What follows belongs to an exercise in optimizing a design on an open flow for small area; a production flow would make more cautious choices. Function was checked by simulation only, so behaviour that the tests miss may differ from the original. The clock port is modelled as an ideal driver; clocking choices that lean on that would not hold on a real chip. Power is estimated from default activity; no workload was simulated.

job 4736:
## feeder_top
module feeder_top #(
    parameter int ADDR_W    = 16,
    parameter int SKEW_STEP = 3
) (
    input  logic                            i_clk,
    input  logic                            i_rst,
    input  logic                            i_start,
    input  logic [7:0]                      i_channel,
    input  logic [array_pkg::HEIGHT_W-1:0]  i_img_height,
    output logic                            o_sram_rden,
    output logic [ADDR_W-1:0]               o_sram_addr,
    input  logic [sram_pkg::WORD_W-1:0]     i_sram_data,
    output logic [74:0]                     o_win,
    output logic                            o_busy,
    output logic                            o_done
);
    logic              run_q;      
    logic [2:0]        ph_q;
    logic [7:0]        row_q;      
    logic [ADDR_W-1:0] addr_q;     
    logic              v1_q, v2_q;          
    logic              done_q;
    logic [7:0]        pix_q [1:12];        
    logic       start_ok;
    logic       empty;             
    logic       mul;               
    logic       rden;
    logic       v0;                
    logic       rd_last;           
    logic       real0;             
    logic       fill;              
    logic [7:0] acc_in;
    logic [7:0] mcand;
    logic [1:0] mbits;
    logic       carry;
    logic [9:0] acc_sum;
    logic [7:0] col_byte;          
    logic [7:0] pix_in;            
    assign start_ok = i_start && !o_busy;
    assign empty    = (i_img_height == 8'd0);
    assign mul      = start_ok || (run_q && !v1_q && ph_q < 3'd3);
    assign rden     = run_q && !mul && !empty;
    assign real0    = (row_q[7:1] != 7'd0) || (row_q[0] && ph_q[2]);
    assign fill     = (ph_q == 3'd4) && !real0 && !empty;
    assign mcand   = start_ok ? i_channel : addr_q[7:0];
  ...
Size in the first run: ~540 cells after synthesis, roughly 4700 um2 of cells after synthesis.
clock: 6.0 ns
lec_check: 0
cap_margin: 0
core_margin: 2
core_utilization: 85
slew_margin: 0
standard.sh (not shown) runs the stock make flow with config.mk's settings and CLKGATE_MAP_FILE= SYNTH_SCRIPT=/design/flow/synth_recipe.tcl, a recipe that flattens the netlist after the stock synthesis.
==> flow/flow/run.sh <==
#!/bin/bash
# The standard layout with four changes:
#  - synthesis leaves adders to ABC (no full/half-adder cells) and ABC maps
#    for area (flow/abc_area.script) instead of for speed; the synthesis is
#    otherwise the standard one, so the registers are the same;
#  - the smallest buffer on each port;
#  - a clock tree without dummy loads, built from clkbuf_8;
#  - at the end of CTS, each leaf clock buffer shrunk as far as its
#    flip-flops' clock slew allows (flow/shrink_clk.tcl).
# Each step's output goes to a log of its own here.
set -euo pipefail
here=$(pwd)
rm -rf "$here/scripts_area"
cp -r "$FLOW_HOME/scripts" "$here/scripts_area"
cp "$here/flow/abc_area.script" "$here/scripts_area/abc_area.script"
bash standard.sh ABC_AREA=1 "SCRIPTS_DIR=$here/scripts_area" ADDER_MAP_FILE= synth > synth.log 2>&1
bash standard.sh "BUFFER_PORTS_ARGS=-buffer_cell sky130_fd_sc_hd__buf_1" \
  "CTS_ARGS=-sink_clustering_enable -repair_clock_nets -dont_use_dummy_load -buf_list sky130_fd_sc_hd__clkbuf_8" \
  "POST_CTS_TCL=$here/flow/shrink_clk.tcl" finish > finish.log 2>&1
==> flow/flow/abc_area.script <==
strash
dc2
dch -f
amap
strash
dc2
dch -f
amap
topo
Other scripts of this flow, unchanged in this note and not shown: flow/flow/shrink_clk.tcl
Stage in which a tool error killed job 4736: 3_3_place_gp.
Inputs modified between job 4736 and job 9129:
- changing CORE_UTILIZATION from 85 to 65
-- flow/flow/run.sh --
<<< job 4736, line 3
#  - synthesis leaves adders to ABC (no full/half-adder cells) and ABC maps
#    for area (flow/abc_area.script) instead of for speed; the synthesis is
#    otherwise the standard one, so the registers are the same;
>>> job 9129, line 3
#  - ABC maps for area (flow/abc_area.script) instead of for speed; the
#    synthesis is otherwise the standard one, so the registers are the same;
<<< job 4736, line 16
bash standard.sh ABC_AREA=1 "SCRIPTS_DIR=$here/scripts_area" ADDER_MAP_FILE= synth > synth.log 2>&1
>>> job 9129, line 15
bash standard.sh ABC_AREA=1 "SCRIPTS_DIR=$here/scripts_area" synth > synth.log 2>&1
==> flow/flow/abc_area.script <==
strash
dch -f
amap
strash
dch -f
amap
topo
==> summary.txt <==
- Job 9129 finished every stage and its layout cleared the timing, design-rule and antenna checks.
- Netlist area before placement: lower on job 4736
- Adder and majority gate portion of the synthesized area in job 9129 vs job 4736: up 7.7 points
- Going from job 4736 to job 9129, complex-gate fraction of the synthesized area shrinks by 4.1 points.
- Looking at synthesized cell count across job 9129 and job 4736, the one that comes out lower is job 9129.
The inputs of job 7977 differ from those of job 9129 as listed below.
- GPL_TIMING_DRIVEN newly set to 0
-- flow/flow/run.sh --
<<< job 9129, line 3
#  - ABC maps for area (flow/abc_area.script) instead of for speed; the
#    synthesis is otherwise the standard one, so the registers are the same;
>>> job 7977, line 3
#  - synthesis leaves adders to ABC (no full/half-adder cells) and ABC maps
#    for area (flow/abc_area.script) instead of for speed; the synthesis is
#    otherwise the standard one, so the registers are the same;
<<< job 9129, line 15
bash standard.sh ABC_AREA=1 "SCRIPTS_DIR=$here/scripts_area" synth > synth.log 2>&1
>>> job 7977, line 16
bash standard.sh ABC_AREA=1 "SCRIPTS_DIR=$here/scripts_area" ADDER_MAP_FILE= synth > synth.log 2>&1
==> flow/flow/abc_area.script <==
strash
dc2
dch -f
amap
strash
dc2
dch -f
amap
topo
### Flow results
Job 9129 closes out successfully: all stages finished, all timing, DRC and antenna checks passed. Job 7977 reached the end of the flow, and the finished layout is clean on the timing, design-rule and antenna checks. Relative to job 9129, overall power decreased by 190 uW in job 7977. Job 9129 has higher post-synthesis cell area than job 7977. Worst vdd rail ir drop | job 7977 above job 9129. The final worst clock skew reported for job 7977 is smaller than that of job 9129 by 0.022 ns. Job 7977 — areal power density over the cells about 3% lower, job 9129 as reference. Re non-clock buffer area fraction after layout: job 7977 and job 9129 aren't equal, and the higher value belongs to job 7977. Net load switching power sits lower in job 7977 than in job 9129.
For job 9396, these inputs were changed with respect to job 7977:
- GPL_TIMING_DRIVEN removed (was 0)
==> summary.txt <==
Worst hold slack in job 9396 vs job 7977: down 0.0085 ns
Delta (job 9396 minus job 7977): total number of vias did not really move, clock power share went down, wire length the detailed router placed on met1 went up, post-synthesis instance area did not really move.
Clock period minus final worst setup slack: job 9396 vs job 7977 down 0.46 ns

==> re-timing with driven ports <==
The results above use ideal ports. As a check the final layouts listed here were re-extracted and re-timed, cells and wires unchanged. Step 1 (the two cells are an assumption about what drives the block):
set clk [get_ports {i_clk}]
set_driving_cell -lib_cell sky130_fd_sc_hd__clkbuf_16 $clk
set_driving_cell -lib_cell sky130_fd_sc_hd__buf_2 [delete_from_list [all_inputs] $clk]
Step 2, shift: input delay + t, output delay - t, t = (earliest + latest rising clock arrival at the registers) / 2. This alone moves slack from input paths to output paths. Three values: no drivers, after step 1, after step 2; two values: the first two.
run	t, ns	slack for setup (ns)	hold WS [ns]	pins driven straight from the clock port
job 9129	0.392	1.177 / 1.185 / 0.793	0.287 / 0.287 / 0.287	1
job 7977	0.421	0.483 / 0.494 / 0.073	0.310 / 0.310 / 0.310	1
job 9396	0.425	0.939 / 0.939 / 0.872	0.302 / 0.302 / 0.302	1
After both steps setup and hold are still met in every run listed. For job 7977, which loses most, drivers alone change the setup slack by +0.011 ns; drivers and shift together by -0.410 ns.
